This design comes from an exercise in tuning for small area, a short achievable clock period and few clock cycles per item on the open sky130 flow, not from production work.
At most, simulation tests tie the RTL to the original design; equivalence was not proved.
No activity file was given, so power comes from the tool's default toggle rates.

cedar:
==> flow/design.v <==
`timescale 1ns/1ns
module huff_top
(
  input  logic       clk,
  input  logic       rst,
  input  logic       sym_req,
  input  logic [3:0] sym,
  output logic       sym_ack,
  output logic       table_start,
  output logic       table_valid,
  output logic       table_bit,
  output logic       table_done
);
  localparam logic [8:0] WMAX = 9'h1FF;         
  localparam logic [1:0] M_INIT = 2'd0;         
  localparam logic [1:0] M_COLL = 2'd1;         
  localparam logic [1:0] M_WAIT = 2'd2;         
  localparam logic [1:0] M_BLD  = 2'd3;         
  logic [1:0] mode;
  logic [3:0] p;                                
  logic       first;                            
  logic       last_p;                           
  logic [3:0] rnd;                              
  logic [7:0] blk;                              
  logic       take;
  logic       wrdy;                             
  logic       fin;                              
  logic       merged;                           
  logic [3:0] symq;                             
  logic       tq;                               
  assign last_p = (p == 4'd9);
  assign take   = sym_req & ~sym_ack & (mode == M_COLL);
  assign merged = (mode == M_BLD) & (rnd != 4'd0);
  logic [8:0] w  [10];                          
  logic [2:0] sm [10];                          
  logic [3:0] n;                                
  logic [3:0] n2;                               
  logic [2:0] sm_n2;
  logic [2:0] smq;                              
  assign n  = last_p ? 4'd0 : p + 4'd1;
  always_comb
  begin
    sm_n2 = '0;
    for (int i = 0; i < 10; i++)
      if (n2 == 4'(i))
        sm_n2 = sm[i];
  end
  logic [8:0] best_w, sec_w, sum_r;
  logic [3:0] best_i, sec_i, a_r, b_r;
  logic [8:0] sumv;
  logic [8:0] xd;                               
  logic       lt_b, lt_s;
  logic       mod_en;                           
  logic [3:0] a_e, b_e;
  assign sumv   = best_w + sec_w;               
  assign xd     = ~(first & merged) ? w[0] :
                  (best_i == 4'd0) ? WMAX : ((sec_i == 4'd0) ? sumv : w[0]);
  assign lt_b   = (w[0] <= best_w);             
  assign lt_s   = (w[0] <= sec_w);
  assign mod_en = merged & ~last_p;
  assign a_e    = first ? best_i : a_r;
  assign b_e    = first ? sec_i : b_r;
  always_ff @(posedge clk)
  begin
    for (int i = 0; i < 8; i++)
      w[i+1] <= w[i+2];
    w[9] <= ((mode == M_INIT) || (mode == M_BLD && rnd == 4'd8)) ? 9'd0 : xd;
    if (mode == M_INIT)
      w[0] <= 9'd0;
    else if (mod_en && n == a_e)
      w[0] <= WMAX;
    else if (mod_en && n == b_e)
      w[0] <= first ? sumv : sum_r;
    else
      w[0] <= w[1] + {6'd0, smq};
    smq  <= (mode == M_INIT) ? 3'd0 : sm_n2;
    for (int i = 0; i < 10; i++)
      sm[i] <= ((n2 == 4'(i)) ? 3'd0 : sm[i]) + {2'd0, tq && (symq == 4'(i))};
    symq <= sym;
    tq   <= take;
    if (first)
    begin
      best_w <= xd;
      best_i <= p;
      sec_w  <= WMAX;
      sum_r  <= sumv;                           
      a_r    <= best_i;
      b_r    <= sec_i;
    end
    else if (lt_b)
    begin
      best_w <= w[0];
      best_i <= p;
      sec_w  <= best_w;
      sec_i  <= best_i;
    end
    else if (lt_s)
    begin
      sec_w <= w[0];
      sec_i <= p;
    end
  end
  logic [7:0] rec [9];                          
  logic [3:0] q;                                
  logic [3:0] ra, rb;
  assign ra = rec[0][7:4];
  assign rb = rec[0][3:0];
  always_ff @(posedge clk)
  begin
    for (int i = 0; i < 8; i++)
      rec[i] <= rec[i+1];
    rec[8] <= (first && (merged || fin)) ? {best_i, sec_i} : rec[0];
  end
  localparam logic [1:0] E_IDLE = 2'd0;
  localparam logic [1:0] E_SYNC = 2'd1;         
  localparam logic [1:0] E_WALK = 2'd2;         
  localparam logic [1:0] E_EMIT = 2'd3;         
  logic [1:0] est;
  logic [3:0] dig;
  logic [3:0] s;                                
  logic [9:0] code;                             
  logic       last_bit;
  assign last_bit = (code[9:1] == 9'd1);
  always_ff @(posedge clk)
  begin
    case (est)
      E_WALK:
        if (s == ra)
        begin
          code <= {code[8:0], 1'b0};
          s    <= rb;
        end
        else if (s == rb)
          code <= {code[8:0], 1'b1};
      E_EMIT:
      begin
        code <= {1'b0, code[9:1]};
        if (last_bit)
        begin
          dig <= dig + 4'd1;
          s   <= dig + 4'd1;
        end
      end
      default:
        ;
    endcase
    if (fin)
    begin
      dig  <= '0;
      s    <= '0;
      code <= 10'd1;
    end
  end
  always_ff @(posedge clk or negedge rst)
  begin
    if (!rst)
    begin
      mode        <= M_INIT;
      p           <= '0;
      n2          <= 4'd2;
      first       <= 1'b1;
      rnd         <= '0;
      blk         <= '0;
      wrdy        <= 1'b0;
      fin         <= 1'b0;
      sym_ack     <= 1'b0;
      q           <= '0;
      est         <= E_IDLE;
      table_start <= 1'b0;
      table_valid <= 1'b0;
      table_bit   <= 1'b0;
      table_done  <= 1'b0;
    end
    else
    begin
      p       <= n;
      n2      <= (n2 == 4'd9) ? 4'd0 : n2 + 4'd1;
      first   <= last_p;
      sym_ack <= sym_req & (sym_ack | (mode == M_COLL));
      if (tq)
        blk <= blk + 8'd1;
      fin <= 1'b0;
      case (mode)
        M_INIT:
          if (last_p)
            mode <= M_COLL;
        M_COLL:
          if (tq && blk == 8'd255)
            mode <= M_WAIT;
        M_WAIT:
          if (p == 4'd8)
            wrdy <= 1'b1;
          else if (last_p && wrdy)
          begin
            wrdy <= 1'b0;
            mode <= M_BLD;
            rnd  <= '0;
          end
        default:
          if (last_p)
          begin
            rnd <= rnd + 4'd1;
            if (rnd == 4'd8)
            begin
              mode <= M_COLL;
              fin  <= 1'b1;
            end
          end
      endcase
      q <= (fin || q == 4'd8) ? 4'd0 : q + 4'd1;
      table_start <= 1'b0;
      table_valid <= 1'b0;
      table_bit   <= 1'b0;
      table_done  <= 1'b0;
      case (est)
        E_IDLE:
          ;
        E_SYNC:
          if (dig == 4'd10)
          begin
            table_done <= 1'b1;
            est        <= E_IDLE;
          end
          else if (q == 4'd8)
            est <= E_WALK;
        E_WALK:
          if (q == 4'd8)
            est <= E_EMIT;
        default:
        begin
          table_valid <= 1'b1;
          table_bit   <= code[0];
          if (last_bit)
            est <= (q == 4'd8 && dig != 4'd9) ? E_WALK : E_SYNC;
        end
      endcase
      if (fin)
      begin
        table_start <= 1'b1;
        est         <= E_WALK;
      end
    end
  end
endmodule
export LEC_CHECK = 0
export ABC_AREA = 1
export CAP_MARGIN = 20
export CORE_MARGIN = 2
export CORE_UTILIZATION = 40
export CTS_BUF_LIST = sky130_fd_sc_hd__clkbuf_8
export CTS_CLUSTER_DIAMETER = 50
export CTS_CLUSTER_SIZE = 16
export PLACE_DENSITY = 0.6
export SETUP_SLACK_MARGIN = 2.7
export SLEW_MARGIN = 20
create_clock -name core_clock -period 5.0 [get_ports {clk}]
run.sh (not shown) runs the stock make flow with config.mk's settings and CLKGATE_MAP_FILE= SYNTH_SCRIPT=/design/flow/synth_recipe.tcl, a recipe that flattens the netlist after the stock synthesis.
cedar closes out successfully: all stages finished, all timing, DRC and antenna checks passed.
diff inputs: cedar => violet
--- a/flow/design.v
+++ b/flow/design.v
@@ -30,12 +30,22 @@
   logic       tq;                               
   assign last_p = (p == 4'd9);
-  assign take   = sym_req & ~sym_ack & (mode == M_COLL);
-  assign merged = (mode == M_BLD) & (rnd != 4'd0);
+  logic       open_in;                          
+  logic       absorb;                           
+  logic [15:0] full;                            
+  assign open_in = (mode == M_COLL) | merged;
+  assign absorb  = ~merged;
+  assign take    = sym_req & ~sym_ack & open_in & ~full[sym];
   logic [8:0] w  [10];                          
-  logic [2:0] sm [10];                          
+  logic [3:0] sm [10];                          
   logic [3:0] n;                                
   logic [3:0] n2;                               
-  logic [2:0] sm_n2;
-  logic [2:0] smq;                              
+  logic [3:0] sm_n2;
+  logic [3:0] smq;                              
+  always_comb
+  begin
+    full = '0;
+    for (int i = 0; i < 10; i++)
+      full[i] = &sm[i];
+  end
   assign n  = last_p ? 4'd0 : p + 4'd1;
   always_comb
@@ -73,8 +83,8 @@
       w[0] <= first ? sumv : sum_r;
     else
-      w[0] <= w[1] + {6'd0, smq};
-    smq  <= (mode == M_INIT) ? 3'd0 : sm_n2;
+      w[0] <= w[1] + {5'd0, smq};                
+    smq  <= (mode == M_INIT || !absorb) ? 4'd0 : sm_n2;
     for (int i = 0; i < 10; i++)
-      sm[i] <= ((n2 == 4'(i)) ? 3'd0 : sm[i]) + {2'd0, tq && (symq == 4'(i))};
+      sm[i] <= ((absorb && n2 == 4'(i)) ? 4'd0 : sm[i]) + {3'd0, tq && (symq == 4'(i))};
     symq <= sym;
     tq   <= take;
@@ -160,4 +170,5 @@
       n2          <= 4'd2;
       first       <= 1'b1;
+      merged      <= 1'b0;
       rnd         <= '0;
       blk         <= '0;
@@ -175,7 +186,9 @@
     begin
       p       <= n;
+      if (mode == M_BLD && last_p)
+        merged <= (rnd != 4'd8);                
       n2      <= (n2 == 4'd9) ? 4'd0 : n2 + 4'd1;
       first   <= last_p;
-      sym_ack <= sym_req & (sym_ack | (mode == M_COLL));
+      sym_ack <= sym_req & (sym_ack | (open_in & ~full[sym]));
       if (tq)
         blk <= blk + 8'd1;
Results
Capture point of the critical path: table_done -> cedar, table_bit -> violet. On area of the mapped netlist, violet does worse than cedar. From cedar to violet the numbers moved as follows: post-synthesis share of cell area spent on and, or, nand and nor gates went up; number of filler cells placed in the layout higher; share of async-settable or async-resettable flops after synthesis level. Summary — via count, violet relative to cedar: higher, by 1054. Clock-buffer cell count: violet > cedar. In violet relative to cedar, power had gone up by a little under 10%.
Testbench counts of violet, summed over its fixed seeds: cycles 36,143, blocks 64.
For cedar, only the layout was checked, not whether the RTL still works.

* * *

Setup of R:
RTL: the design.v shown in full above, as it stands there.
clock: 5.0 ns
lec_check: 0
cap_margin: 20
core_margin: 2
core_utilization: 40
cts_buf_list: sky130_fd_sc_hd__clkbuf_8
cts_cluster_diameter: 50
cts_cluster_size: 16
place_density: 0.6
setup_slack_margin: 2.7
slew_margin: 20
Relative to R, the following input files were edited for T:
diff --git a/flow/design.v b/flow/design.v
--- a/flow/design.v
+++ b/flow/design.v
@@ -28,16 +28,27 @@
   logic       merged;                           
   logic [3:0] symq;                             
   logic       tq;                               
   assign last_p = (p == 4'd9);
-  assign take   = sym_req & ~sym_ack & (mode == M_COLL);
+  logic       open_in;                          
+  logic       absorb;                           
+  logic [15:0] full;                            
+  assign open_in = (mode == M_COLL) | merged;
+  assign absorb  = ~merged;
+  assign take    = sym_req & ~sym_ack & open_in & ~full[sym];
   assign merged = (mode == M_BLD) & (rnd != 4'd0);
   logic [8:0] w  [10];                          
-  logic [2:0] sm [10];                          
+  logic [3:0] sm [10];                          
   logic [3:0] n;                                
   logic [3:0] n2;                               
-  logic [2:0] sm_n2;
-  logic [2:0] smq;                              
+  logic [3:0] sm_n2;
+  logic [3:0] smq;                              
+  always_comb
+  begin
+    full = '0;
+    for (int i = 0; i < 10; i++)
+      full[i] = &sm[i];
+  end
   assign n  = last_p ? 4'd0 : p + 4'd1;
   always_comb
   begin
     sm_n2 = '0;
@@ -71,12 +82,12 @@
       w[0] <= WMAX;
     else if (mod_en && n == b_e)
       w[0] <= first ? sumv : sum_r;
     else
-      w[0] <= w[1] + {6'd0, smq};
-    smq  <= (mode == M_INIT) ? 3'd0 : sm_n2;
+      w[0] <= w[1] + (absorb ? {5'd0, smq} : 9'd0);
+    smq  <= (mode == M_INIT || !absorb) ? 4'd0 : sm_n2;
     for (int i = 0; i < 10; i++)
-      sm[i] <= ((n2 == 4'(i)) ? 3'd0 : sm[i]) + {2'd0, tq && (symq == 4'(i))};
+      sm[i] <= ((absorb && n2 == 4'(i)) ? 4'd0 : sm[i]) + {3'd0, tq && (symq == 4'(i))};
     symq <= sym;
     tq   <= take;
     if (first)
     begin
@@ -175,9 +186,9 @@
     begin
       p       <= n;
       n2      <= (n2 == 4'd9) ? 4'd0 : n2 + 4'd1;
       first   <= last_p;
-      sym_ack <= sym_req & (sym_ack | (mode == M_COLL));
+      sym_ack <= sym_req & (sym_ack | (open_in & ~full[sym]));
       if (tq)
         blk <= blk + 8'd1;
       fin <= 1'b0;
       case (mode)
### Flow results
- Each of the runs, namely T and R, reached the end of the flow and came out clean.
- Sequential share of power is lower on R
- Between R and T, the flow reports die area increasing by a few percent.
- Compared T vs R, and worst slack on hold paths is down in T.
- Clock-buffer cell count grows by more than 10% when moving from R to T.
- T vs. R: via count of the first global-routing pass shows an increase of 634; number of non-filler instances in the completed layout now sits higher; sequential share of the synthesized area now sits lower.
No functional check of the RTL was part of any run of this note.

* * *

Another version of the RTL of huff_top (not shown whole).
For scale: about 310 flip-flops, about 12 I/O pins, roughly 12,000 um^2 of cells after synthesis.
==> module huff_top, before the edit <==
module huff_top
(
  input  logic       clk,
  input  logic       rst,
  input  logic       sym_req,
  input  logic [3:0] sym,
  output logic       sym_ack,
  output logic       table_start,
  output logic       table_valid,
  output logic       table_bit,
  output logic       table_done
);
  localparam logic [8:0] WMAX = 9'h1FF;         
  localparam logic [1:0] M_INIT = 2'd0;         
  localparam logic [1:0] M_COLL = 2'd1;         
  localparam logic [1:0] M_WAIT = 2'd2;         
  localparam logic [1:0] M_BLD  = 2'd3;         
  logic [1:0] mode;
  logic [3:0] p;                                
  logic       first;                            
  logic       last_p;                           
  logic [3:0] rnd;                              
  logic [7:0] blk;                              
  logic       take;
  logic       wrdy;                             
  logic       fin;                              
  logic       merged;                           
  logic [3:0] symq;                             
  logic       tq;                               
  assign last_p = (p == 4'd9);
  logic       open_in;                          
  logic       absorb;                           
  logic [15:0] full;                            
  logic       sym_bad;                          
  logic       sm_done;                          
  assign sym_bad = sym[3] & (sym[2] | sym[1]);
  assign sm_done = (sym <= n2) | (p >= 4'd8);
  assign open_in = (mode == M_COLL) | merged |
                   ((mode == M_BLD) & (sm_done | sym_bad)) | ((mode == M_WAIT) & sym_bad);
  assign absorb  = ~merged & ~((mode == M_BLD) & (p >= 4'd8));
  assign take    = sym_req & ~sym_ack & open_in & ~full[sym];
  logic [8:0] w  [10];                          
  logic [3:0] sm [10];                          
  logic [3:0] n;                                
  logic [3:0] n2;                               
  logic [3:0] sm_n2;
  logic [3:0] smq;                              
  always_comb
  begin
    full = '0;
    for (int i = 0; i < 10; i++)
      full[i] = &sm[i];
  end
  assign n  = last_p ? 4'd0 : p + 4'd1;
  always_comb
  begin
    sm_n2 = '0;
    for (int i = 0; i < 10; i++)
      if (n2 == 4'(i))
        sm_n2 = sm[i];
  end
  logic [8:0] best_w, sec_w, sum_r;
  logic [3:0] best_i, sec_i, a_r, b_r;
  logic [8:0] sumv;
  logic [8:0] xd;                               
  logic       lt_b, lt_s;
  logic       mod_en;                           
  logic [3:0] a_e, b_e;
  assign sumv   = best_w + sec_w;               
  assign xd     = ~(first & merged) ? w[0] :
                  (best_i == 4'd0) ? WMAX : ((sec_i == 4'd0) ? sumv : w[0]);
  assign lt_b   = (w[0] <= best_w);             
  assign lt_s   = (w[0] <= sec_w);
  assign mod_en = merged & ~last_p;
  assign a_e    = first ? best_i : a_r;
  assign b_e    = first ? sec_i : b_r;
  always_ff @(posedge clk)
  begin
    for (int i = 0; i < 8; i++)
      w[i+1] <= w[i+2];
    w[9] <= ((mode == M_INIT) || (mode == M_BLD && rnd == 4'd8)) ? 9'd0 : xd;
    if (mode == M_INIT)
      w[0] <= 9'd0;
    else if (mod_en && n == a_e)
      w[0] <= WMAX;
    else if (mod_en && n == b_e)
      w[0] <= first ? sumv : sum_r;
    else
      w[0] <= w[1] + {5'd0, smq};                
    smq  <= (mode == M_INIT || !absorb) ? 4'd0 : sm_n2;
    for (int i = 0; i < 10; i++)
      sm[i] <= ((absorb && n2 == 4'(i)) ? 4'd0 : sm[i]) + {3'd0, tq && (symq == 4'(i))};
    symq <= sym;
    tq   <= take;
    if (first)
    begin
      best_w <= xd;
      best_i <= p;
      sec_w  <= WMAX;
      sum_r  <= sumv;                           
      a_r    <= best_i;
      b_r    <= sec_i;
    end
    else if (lt_b)
    begin
      best_w <= w[0];
      best_i <= p;
      sec_w  <= best_w;
      sec_i  <= best_i;
    end
    else if (lt_s)
    begin
      sec_w <= w[0];
      sec_i <= p;
    end
  end
  logic [7:0] rec [9];                          
  logic [3:0] q;                                
  logic [3:0] ra, rb;
  assign ra = rec[0][7:4];
  assign rb = rec[0][3:0];
  always_ff @(posedge clk)
  begin
    for (int i = 0; i < 8; i++)
      rec[i] <= rec[i+1];
    rec[8] <= (first && (merged || fin)) ? {best_i, sec_i} : rec[0];
  end
  localparam logic [1:0] E_IDLE = 2'd0;
  localparam logic [1:0] E_SYNC = 2'd1;         
  localparam logic [1:0] E_WALK = 2'd2;         
  localparam logic [1:0] E_EMIT = 2'd3;         
  logic [1:0] est;
  logic [3:0] dig;
  logic [3:0] s;                                
  logic [9:0] code;                             
  logic       last_bit;
  assign last_bit = (code[9:1] == 9'd1);
  always_ff @(posedge clk)
  begin
    case (est)
      E_WALK:
        if (s == ra)
        begin
          code <= {code[8:0], 1'b0};
          s    <= rb;
        end
        else if (s == rb)
          code <= {code[8:0], 1'b1};
      E_EMIT:
      begin
        code <= {1'b0, code[9:1]};
        if (last_bit)
        begin
          dig <= dig + 4'd1;
          s   <= dig + 4'd1;
        end
      end
      default:
        ;
    endcase
    if (fin)
    begin
      dig  <= '0;
      s    <= '0;
      code <= 10'd1;
    end
  end
  always_ff @(posedge clk or negedge rst)
  begin
    if (!rst)
    begin
      mode        <= M_INIT;
      p           <= '0;
      n2          <= 4'd2;
      first       <= 1'b1;
      merged      <= 1'b0;
      rnd         <= '0;
      blk         <= '0;
      wrdy        <= 1'b0;
      fin         <= 1'b0;
      sym_ack     <= 1'b0;
      q           <= '0;
      est         <= E_IDLE;
      table_start <= 1'b0;
      table_valid <= 1'b0;
      table_bit   <= 1'b0;
      table_done  <= 1'b0;
    end
    else
    begin
      p       <= n;
      if (mode == M_BLD && last_p)
        merged <= (rnd != 4'd8);                
      n2      <= (n2 == 4'd9) ? 4'd0 : n2 + 4'd1;
      first   <= last_p;
      sym_ack <= sym_req & (sym_ack | (open_in & ~full[sym]));
      if (tq)
        blk <= blk + 8'd1;
      fin <= 1'b0;
      case (mode)
        M_INIT:
          if (last_p)
            mode <= M_COLL;
        M_COLL:
          if (tq && blk == 8'd255)
            mode <= M_WAIT;
        M_WAIT:
          if (p == 4'd8)
            wrdy <= 1'b1;
          else if (last_p && wrdy)
          begin
            wrdy <= 1'b0;
            mode <= M_BLD;
            rnd  <= '0;
          end
        default:
          if (last_p)
          begin
            rnd <= rnd + 4'd1;
            if (rnd == 4'd8)
            begin
              mode <= M_COLL;
              fin  <= 1'b1;
            end
          end
      endcase
      q <= (fin || q == 4'd8) ? 4'd0 : q + 4'd1;
      table_start <= 1'b0;
      table_valid <= 1'b0;
      table_bit   <= 1'b0;
      table_done  <= 1'b0;
      case (est)
        E_IDLE:
          ;
        E_SYNC:
          if (dig == 4'd10)
          begin
            table_done <= 1'b1;
            est        <= E_IDLE;
          end
          else if (q == 4'd8)
            est <= E_WALK;
        E_WALK:
          if (q == 4'd8)
            est <= E_EMIT;
        default:
        begin
          table_valid <= 1'b1;
          table_bit   <= code[0];
          if (last_bit)
            est <= (q == 4'd8 && dig != 4'd9) ? E_WALK : E_SYNC;
        end
      endcase
      if (fin)
      begin
        table_start <= 1'b1;
        est         <= E_WALK;
      end
    end
  end
endmodule
==> flow/config.mk <==
export PLATFORM = sky130hd
export DESIGN_NAME = huff_top
export DESIGN_NICKNAME = huff_top
export VERILOG_FILES = /design/flow/design.v
export SDC_FILE = /design/flow/constraint.sdc
export NUM_CORES = 4
export LEC_CHECK = 0
export ABC_AREA = 1
export CAP_MARGIN = 20
export CORE_MARGIN = 2
export CORE_UTILIZATION = 40
export CTS_BUF_LIST = sky130_fd_sc_hd__clkbuf_8
export CTS_CLUSTER_DIAMETER = 50
export CTS_CLUSTER_SIZE = 16
export PLACE_DENSITY = 0.6
export SETUP_SLACK_MARGIN = 2.8
export SLEW_MARGIN = 20
==> flow/constraint.sdc <==
create_clock -name core_clock -period 5.0 [get_ports {clk}]
set_input_delay 1.0000 -clock core_clock [delete_from_list [all_inputs] [get_ports {clk}]]
set_output_delay 1.0000 -clock core_clock [all_outputs]
set_load 0.01 [all_outputs]
Change:
--- a/flow/design.v
+++ b/flow/design.v
@@ -27,17 +27,10 @@
   logic       fin;                              
   logic       merged;                           
-  logic [3:0] symq;                             
-  logic       tq;                               
   assign last_p = (p == 4'd9);
   logic       open_in;                          
   logic       absorb;                           
   logic [15:0] full;                            
-  logic       sym_bad;                          
-  logic       sm_done;                          
-  assign sym_bad = sym[3] & (sym[2] | sym[1]);
-  assign sm_done = (sym <= n2) | (p >= 4'd8);
-  assign open_in = (mode == M_COLL) | merged |
-                   ((mode == M_BLD) & (sm_done | sym_bad)) | ((mode == M_WAIT) & sym_bad);
-  assign absorb  = ~merged & ~((mode == M_BLD) & (p >= 4'd8));
+  assign open_in = (mode == M_COLL) | merged;
+  assign absorb  = ~merged;
   assign take    = sym_req & ~sym_ack & open_in & ~full[sym];
   logic [8:0] w  [10];                          
@@ -91,7 +84,5 @@
     smq  <= (mode == M_INIT || !absorb) ? 4'd0 : sm_n2;
     for (int i = 0; i < 10; i++)
-      sm[i] <= ((absorb && n2 == 4'(i)) ? 4'd0 : sm[i]) + {3'd0, tq && (symq == 4'(i))};
-    symq <= sym;
-    tq   <= take;
+      sm[i] <= ((absorb && n2 == 4'(i)) ? 4'd0 : sm[i]) + {3'd0, take && (sym == 4'(i))};
     if (first)
     begin
@@ -196,5 +187,5 @@
       first   <= last_p;
       sym_ack <= sym_req & (sym_ack | (open_in & ~full[sym]));
-      if (tq)
+      if (take)
         blk <= blk + 8'd1;
       fin <= 1'b0;
@@ -204,5 +195,5 @@
             mode <= M_COLL;
         M_COLL:
-          if (tq && blk == 8'd255)
+          if (take && blk == 8'd255)
             mode <= M_WAIT;
         M_WAIT:
Effect:
- die area falls by 3.6%
- area after synthesis went down by 3.7%
- via count decreases by 5.2%
- global-route usage goes down by 0.85 points
- utilization is higher by 1.5 points
- worst setup slack is worse by 0.035 ns
- routed wire length drops by 5.9%
- clock power falls by 13%
- total power increases by 24%
- combinational power increases by 140%
- design area stays flat
- non-clock buffer count is higher by 22
No run of this note included a check of the RTL's function; only the layout flow was run.

-- re-timing with driven ports --
How much do the figures lean on ideal ports? The routed layouts below were timed once more, with nothing changed but the port constraints.
Step 1 sets driving cells, clkbuf_16 on the clock port and buf_2 on the other inputs (assumed; they add their load-dependent delay and slew).
Step 2 times the ports against the registers' clock, not the clock port: input delays grow and output delays shrink by t, the midpoint of the rising clock arrivals with the driver on.
Three values: ideal ports, drivers, drivers and shift; two values: the first two.
run | t, ns | setup WS [ns] | hold WS [ns] | latest minus earliest clock arrival (ns) | worst slew at a driven data input, ns
cedar | 0.601 | 2.793 / 2.751 / 2.903 | 0.322 / 0.322 / 0.322 | 0.019 / 0.019 | 0.03
violet | 0.629 | 2.773 / 2.731 / 2.384 | 0.328 / 0.328 / 0.328 | 0.025 / 0.026 | 0.03
R | 0.611 | 2.635 / 2.635 / 2.635 | 0.325 / 0.325 / 0.325 | 0.017 / 0.016 | 0.03
T | 0.566 | 2.553 / 2.553 / 2.244 | 0.318 / 0.318 / 0.318 | 0.035 / 0.036 | 0.03
the first run of note 3 | 0.575 | 2.848 / 2.802 / 2.401 | 0.321 / 0.321 / 0.321 | 0.024 / 0.025 | 0.03
the second run of note 3 | 0.623 | 2.813 / 2.808 / 2.185 | 0.324 / 0.324 / 0.324 | 0.025 / 0.024 | 0.06
After both steps setup and hold are still met in every run listed. The setup slack of the second run of note 3, which loses most, moves by -0.005 ns with the drivers and by -0.628 ns with both steps.
